From an optimization exercise on the open Yosys and OpenROAD flow, aimed at small area, a short achievable clock period and few clock cycles per item; shortcuts taken in it are not production practice.
Only simulation tests tie the RTL to the original design; equivalence was not proved.
Power and IR drop assume default switching activity.

main:
==> flow/design.v <==
package sdida_pkg;
    localparam int NUM_SLOTS = 256;
    localparam int SLOT_W    = $clog2(NUM_SLOTS);
    localparam int CNT_W     = $clog2(NUM_SLOTS + 1);
    localparam int ID_W      = 8;
    localparam int OWNER_W   = 16;
    typedef enum logic {
        REQ_ALLOC   = 1'b0,
        REQ_RELEASE = 1'b1
    } req_type_t;
    typedef enum logic [1:0] {
        STAT_OK      = 2'd0,
        STAT_FULL    = 2'd1,
        STAT_INVALID = 2'd2
    } status_t;
    typedef enum logic [1:0] {
        ST_IDLE,
        ST_OWN,
        ST_FREE,
        ST_RESP
    } state_t;
endpackage
module sticky_device_id_allocator_unit (
    input  logic        clk,
    input  logic        rst_n,
    input  logic        s_tvalid,
    output logic        s_tready,
    input  logic [23:0] s_tdata,    
    input  logic        s_tuser,    
    output logic        m_tvalid,
    input  logic        m_tready,
    output logic [15:0] m_tdata     
);
    localparam int NS      = sdida_pkg::NUM_SLOTS;
    localparam int NG      = NS / 16;    
    localparam int CS      = 8;          
    localparam int NC      = NS / CS;
    localparam int CL_W    = $clog2(CS);
    localparam int SLOT_W  = sdida_pkg::SLOT_W;
    localparam int CNT_W   = sdida_pkg::CNT_W;
    localparam int OWNER_W = sdida_pkg::OWNER_W;
    localparam int RES_W   = 11;    
    localparam int QD      = 4;     
    logic               a_v, a_rel;
    logic [OWNER_W-1:0] a_data;      
    logic               b_v, b_rel;
    logic [OWNER_W-1:0] b_data;
    logic [NC-1:0]      b_grp_hit;   
    logic [NC-1:0][CL_W-1:0] b_grp_loc;
    logic [NG-1:0]      b_grp_ff;    
    logic               b_feq;       
    logic               b_wh;        
    logic [SLOT_W-1:0]  b_wh_id;
    logic               w_v;
    logic [SLOT_W-1:0]  w_id;        
    logic [OWNER_W-1:0] w_key;
    logic               c_v, c_claim;
    logic [RES_W-1:0]   c_res;
    logic [RES_W-1:0]   q_data [QD];
    logic [QD-1:0]      q_v;
    logic               rdy;         
    logic [OWNER_W-1:0] key [NS];
    logic [NS-1:0]      held;
    logic [CNT_W-1:0]   rec_cnt;
    logic a_go;
    assign a_go     = a_v & rdy;
    assign s_tready = rdy;
    logic [NG-1:0]     grp_free;
    logic [NG-1:0]     grp_first;
    logic [NS-1:0]     loc_first;
    logic [NS-1:0]     first_free;
    logic              any_free;
    logic [NG-1:0][3:0] loc_id;
    logic [SLOT_W-1:0] free_id;
    always_comb
    begin
        for (int g = 0; g < NG; g++)
        begin
            logic seen;
            grp_free[g] = ~&held[16*g +: 16];
            seen = 1'b0;
            loc_id[g] = '0;
            for (int j = 0; j < 16; j++)
            begin
                loc_first[16*g + j] = ~held[16*g + j] & ~seen;
                seen = seen | ~held[16*g + j];
            end
            for (int j = 0; j < 16; j++)
            begin
                if (loc_first[16*g + j])
                begin
                    loc_id[g] = loc_id[g] | 4'(j);
                end
            end
        end
        begin
            logic seen;
            seen = 1'b0;
            for (int g = 0; g < NG; g++)
            begin
                grp_first[g] = grp_free[g] & ~seen;
                seen = seen | grp_free[g];
            end
        end
        any_free = |grp_free;
        for (int i = 0; i < NS; i++)
        begin
            first_free[i] = grp_first[i/16] & loc_first[i];
        end
        free_id = '0;
        for (int g = 0; g < NG; g++)
        begin
            if (grp_first[g])
            begin
                free_id = free_id | {4'(g), loc_id[g]};
            end
        end
    end
    logic [15:0] hi_lt, hi_eq, lo_lt;
    logic [NS-1:0] rec;
    always_comb
    begin
        for (int j = 0; j < 16; j++)
        begin
            hi_lt[j] = rec_cnt[8] | (4'(j) < rec_cnt[7:4]);
            hi_eq[j] = ~rec_cnt[8] & (4'(j) == rec_cnt[7:4]);
            lo_lt[j] = (4'(j) < rec_cnt[3:0]);
        end
    end
    for (genvar i = 0; i < NS; i++)
    begin : g_rec
        assign rec[i] = hi_lt[i/16] | (hi_eq[i/16] & lo_lt[i%16]);
    end
    logic [NS-1:0] w_dec;
    always_comb
    begin
        for (int i = 0; i < NS; i++)
        begin
            w_dec[i] = w_v & (w_id == SLOT_W'(i));
        end
    end
    logic [NS-1:0] key_eq, match, match_ff;
    for (genvar i = 0; i < NS; i++)
    begin : g_match
        assign key_eq[i]   = rec[i] & (key[i] == a_data);
        assign match[i]    = key_eq[i] & ~w_dec[i];
        assign match_ff[i] = key_eq[i] & loc_first[i];
    end
    logic [NC-1:0]      grp_hit;
    logic [NG-1:0]      grp_ff;
    logic [NC-1:0][CL_W-1:0] grp_hit_loc;
    always_comb
    begin
        for (int g = 0; g < NC; g++)
        begin
            grp_hit[g]     = |match[CS*g +: CS];
            grp_hit_loc[g] = '0;
            for (int j = 0; j < CS; j++)
            begin
                if (match[CS*g + j])
                begin
                    grp_hit_loc[g] = grp_hit_loc[g] | CL_W'(j);
                end
            end
        end
    end
    always_comb
    begin
        for (int g = 0; g < NG; g++)
        begin
            grp_ff[g] = grp_first[g] & |match_ff[16*g +: 16];
        end
    end
    logic              hit_w, hit_g, hit_ff, b_match;
    logic [SLOT_W-1:0] hit_g_id, b_match_id;
    always_comb
    begin
        hit_w    = w_v & b_feq;
        hit_ff   = |b_grp_ff;
        hit_g    = |b_grp_hit;
        hit_g_id = '0;
        for (int g = 0; g < NC; g++)
        begin
            if (b_grp_hit[g])
            begin
                hit_g_id[SLOT_W-1:CL_W] = hit_g_id[SLOT_W-1:CL_W] | (SLOT_W-CL_W)'(g);
            end
            hit_g_id[CL_W-1:0] = hit_g_id[CL_W-1:0] | b_grp_loc[g];
        end
        b_match    = (hit_g & ~(w_v & hit_ff)) | b_wh | hit_w;
        b_match_id = hit_g_id | (b_wh ? b_wh_id : '0) | (hit_w ? w_id : '0);
    end
    logic b_alloc, b_release, b_claim;
    assign b_alloc   = b_v & ~b_rel;
    assign b_release = b_v & b_rel;
    assign b_claim   = b_alloc & ~b_match;
    logic [SLOT_W-1:0] tgt_id;
    logic [NS-1:0]     tgt_dec;
    logic              tgt_set;
    assign tgt_id  = b_rel ? b_data[SLOT_W-1:0] : b_match_id;
    assign tgt_set = b_alloc & b_match;
    always_comb
    begin
        for (int i = 0; i < NS; i++)
        begin
            tgt_dec[i] = (tgt_id == SLOT_W'(i));
        end
    end
    for (genvar i = 0; i < NS; i++)
    begin : g_slot
        always_ff @(posedge clk)
        begin
            if (w_dec[i])
            begin
                key[i] <= w_key;
            end
        end
        always_ff @(posedge clk or negedge rst_n)
        begin
            if (!rst_n)
            begin
                held[i] <= 1'b0;
            end
            else
            begin
                held[i] <= (held[i] & ~(b_release & tgt_dec[i])) | (tgt_set & tgt_dec[i])
                         | (b_claim & first_free[i]);
            end
        end
    end
    always_ff @(posedge clk or negedge rst_n)
    begin
        if (!rst_n)
        begin
            rec_cnt <= '0;
        end
        else if (w_v && !rec_cnt[8] && w_id == rec_cnt[7:0])
        begin
            rec_cnt <= rec_cnt + 1'b1;
        end
    end
    always_ff @(posedge clk or negedge rst_n)
    begin
        if (!rst_n)
        begin
            a_v <= 1'b0;
            b_v <= 1'b0;
            c_v <= 1'b0;
            w_v <= 1'b0;
        end
        else
        begin
            if (s_tready)
            begin
                a_v <= s_tvalid;
            end
            b_v <= a_go;
            c_v <= b_v;
            w_v <= b_claim & any_free;
        end
    end
    always_ff @(posedge clk)
    begin
        if (s_tready && s_tvalid)
        begin
            a_rel  <= s_tuser;
            a_data <= s_tuser ? {8'd0, s_tdata[23:16]}
                              : {s_tdata[7:0], s_tdata[12:8], s_tdata[15:13]};
        end
        b_rel     <= a_rel;
        b_data    <= a_data;
        b_grp_hit <= grp_hit;
        b_grp_loc <= grp_hit_loc;
        b_grp_ff  <= grp_ff;
        b_feq     <= (a_data == b_data);
        b_wh      <= w_v & (a_data == w_key);
        b_wh_id   <= w_id;
        w_id      <= free_id;
        w_key     <= b_data;
        c_claim   <= b_claim & any_free;
        if (b_rel)
        begin
            c_res <= {1'b0, sdida_pkg::STAT_OK, 8'd0};
        end
        else if (b_match)
        begin
            c_res <= {1'b1, sdida_pkg::STAT_OK, b_match_id};
        end
        else if (any_free)
        begin
            c_res <= {1'b0, sdida_pkg::STAT_OK, 8'd0};
        end
        else
        begin
            c_res <= {1'b0, sdida_pkg::STAT_FULL, 8'd0};
        end
    end
    logic [RES_W-1:0] res;
    logic             pop;
    logic [QD-1:0]    q_vp, q_vn;
    assign res = c_claim ? {1'b0, sdida_pkg::STAT_OK, w_id} : c_res;
    assign pop = q_v[0] & m_tready;
    always_comb
    begin
        for (int k = 0; k < QD; k++)
        begin
            q_vp[k] = pop ? ((k == QD - 1) ? 1'b0 : q_v[(k + 1) % QD]) : q_v[k];
        end
        for (int k = 0; k < QD; k++)
        begin
            q_vn[k] = q_vp[k] | (c_v & ((k == 0) ? 1'b1 : q_vp[(k + QD - 1) % QD]));
        end
    end
    logic       a_v_next, room_next;
    assign a_v_next  = rdy ? s_tvalid : a_v;
    assign room_next = (a_go & b_v)  ? ~q_vn[QD-3]
                     : (a_go | b_v)  ? ~q_vn[QD-2]
                     :                 ~q_vn[QD-1];
    always_ff @(posedge clk or negedge rst_n)
    begin
        if (!rst_n)
        begin
            q_v <= '0;
            rdy <= 1'b1;
        end
        else
        begin
            q_v <= q_vn;
            rdy <= ~a_v_next | room_next;
        end
    end
    always_ff @(posedge clk)
    begin
        for (int k = 0; k < QD; k++)
        begin
            if (c_v && !q_vp[k] && (k == 0 || q_vp[(k + QD - 1) % QD]))
            begin
                q_data[k] <= res;
            end
            else if (pop)
            begin
                q_data[k] <= (k == QD - 1) ? q_data[k] : q_data[(k + 1) % QD];
            end
        end
    end
    assign m_tvalid = q_v[0];
    assign m_tdata  = {5'd0, q_data[0]};
endmodule
clock: 5.5 ns
lec_check: 0
cap_margin: 20
cell_pad_in_sites_detail_placement: 1
cell_pad_in_sites_global_placement: 2
core_margin: 2
core_utilization: 40
cts_cluster_diameter: 80
cts_cluster_size: 24
place_density: 0.55
setup_slack_margin: 2.5
slew_margin: 20
synth_memory_max_bits: 8192
run.sh (not shown) runs the stock make flow with config.mk's settings and CLKGATE_MAP_FILE= SYNTH_SCRIPT=/design/flow/synth_recipe.tcl, a recipe that flattens the netlist after the stock synthesis.
Testbench counts of main, summed over its fixed seeds: cycles 9,632, items 9,600.
Edits applied to the flow inputs when going from main to the feature branch:
diff --git a/flow/design.v b/flow/design.v
--- a/flow/design.v
+++ b/flow/design.v
@@ -43,6 +43,9 @@
     localparam int QD      = 4;     
     logic               a_v, a_rel;
     logic [OWNER_W-1:0] a_data;      
+    localparam int NQ = 4;
+    localparam logic [NQ*OWNER_W-1:0] CMP_MASK = 64'haaaa_5555_ffff_0000;
+    logic [NQ-1:0][OWNER_W-1:0] a_cmp;
     logic               b_v, b_rel;
     logic [OWNER_W-1:0] b_data;
     logic [NC-1:0]      b_grp_hit;   
@@ -53,6 +56,8 @@
     logic [SLOT_W-1:0]  b_wh_id;
     logic               w_v;
     logic [SLOT_W-1:0]  w_id;        
+    logic [NG-1:0]      w_goh;       
+    logic [15:0]        w_loh;
     logic [OWNER_W-1:0] w_key;
     logic               c_v, c_claim;
     logic [RES_W-1:0]   c_res;
@@ -136,13 +141,13 @@
     begin
         for (int i = 0; i < NS; i++)
         begin
-            w_dec[i] = w_v & (w_id == SLOT_W'(i));
+            w_dec[i] = w_v & w_goh[i/16] & w_loh[i%16];
         end
     end
     logic [NS-1:0] key_eq, match, match_ff;
     for (genvar i = 0; i < NS; i++)
     begin : g_match
-        assign key_eq[i]   = rec[i] & (key[i] == a_data);
+        assign key_eq[i]   = rec[i] & ((key[i] ^ CMP_MASK[OWNER_W*(i/(NS/NQ)) +: OWNER_W]) == a_cmp[i/(NS/NQ)]);
         assign match[i]    = key_eq[i] & ~w_dec[i];
         assign match_ff[i] = key_eq[i] & loc_first[i];
     end
@@ -194,16 +199,15 @@
     assign b_alloc   = b_v & ~b_rel;
     assign b_release = b_v & b_rel;
     assign b_claim   = b_alloc & ~b_match;
-    logic [SLOT_W-1:0] tgt_id;
-    logic [NS-1:0]     tgt_dec;
-    logic              tgt_set;
-    assign tgt_id  = b_rel ? b_data[SLOT_W-1:0] : b_match_id;
-    assign tgt_set = b_alloc & b_match;
+    logic [NS-1:0] rel_dec, hit_dec;
     always_comb
     begin
         for (int i = 0; i < NS; i++)
         begin
-            tgt_dec[i] = (tgt_id == SLOT_W'(i));
+            rel_dec[i] = (b_data[SLOT_W-1:0] == SLOT_W'(i));
+            hit_dec[i] = (b_grp_hit[i/CS] & (b_grp_loc[i/CS] == CL_W'(i%CS)))
+                       | (b_wh & (b_wh_id == SLOT_W'(i)))
+                       | (hit_w & w_goh[i/16] & w_loh[i%16]);
         end
     end
     for (genvar i = 0; i < NS; i++)
@@ -223,7 +227,7 @@
             end
             else
             begin
-                held[i] <= (held[i] & ~(b_release & tgt_dec[i])) | (tgt_set & tgt_dec[i])
+                held[i] <= (held[i] & ~(b_release & rel_dec[i])) | (b_alloc & hit_dec[i])
                          | (b_claim & first_free[i]);
             end
         end
@@ -266,6 +270,11 @@
             a_rel  <= s_tuser;
             a_data <= s_tuser ? {8'd0, s_tdata[23:16]}
                               : {s_tdata[7:0], s_tdata[12:8], s_tdata[15:13]};
+            for (int k = 0; k < NQ; k++)
+            begin
+                a_cmp[k] <= CMP_MASK[OWNER_W*k +: OWNER_W] ^ (s_tuser ? {8'd0, s_tdata[23:16]}
+                                                   : {s_tdata[7:0], s_tdata[12:8], s_tdata[15:13]});
+            end
         end
         b_rel     <= a_rel;
         b_data    <= a_data;
@@ -276,6 +285,17 @@
         b_wh      <= w_v & (a_data == w_key);
         b_wh_id   <= w_id;
         w_id      <= free_id;
+        w_goh     <= grp_first;
+        for (int j = 0; j < 16; j++)
+        begin
+            logic any;
+            any = 1'b0;
+            for (int g = 0; g < NG; g++)
+            begin
+                any = any | first_free[16*g + j];
+            end
+            w_loh[j] <= any;
+        end
         w_key     <= b_data;
         c_claim   <= b_claim & any_free;
         if (b_rel)
Notes after the runs:
Logic gate share of total power down 1.1 points in the feature branch wrt main. Per the comparison of the feature branch with main, wire length climbed 140,000 µm; number of standard cells in the final layout excluding fillers climbed 6.5%. Sort the feature branch and main by post-synthesis cell count asc -> top: main. Chip width went up slightly going from main to the feature branch. main → the feature branch: sequential cell area fraction in the yosys report went down, power now sits lower, minimum setup slack in the final design climbed 0.061 ns. The compound-gate portion of the synthesized area in the feature branch was higher than what main gave. In terms of mux cell area share after synthesis, main and the feature branch differ only marginally.
Testbench counts of the feature branch, summed over its fixed seeds: cycles 9,632, items 9,600.

[static timing again, ports no longer ideal]
The results above use ideal ports. As a check the final layouts listed here were re-extracted and re-timed, cells and wires unchanged. Step 1: set_driving_cell puts a clkbuf_16 on clk and a buf_2 on each other input, an assumption about the parent block. Step 2 adds t to the input delays and takes it off the output delays; t is the mean of the earliest and latest rising clock arrival at the registers after step 1. Input paths then give back, and output paths get back, about the clock's delay inside the block. Three values: ideal, step 1, step 2; two values: the first two.
run | t (ns) | slack for setup (ns) | hold WS [ns] | latest minus earliest clock arrival (ns)
main | 1.127 | 1.870 / 1.870 / 1.870 | 0.339 / 0.339 / 0.339 | 0.066 / 0.067
the feature branch | 1.155 | 1.932 / 1.932 / 1.785 | 0.026 / -0.054 / 0.355 | 0.069 / 0.069
After both steps setup and hold are still met in every run listed. The setup slack of the feature branch, which loses most, moves by 0.000 ns with the drivers and by -0.147 ns with both steps.
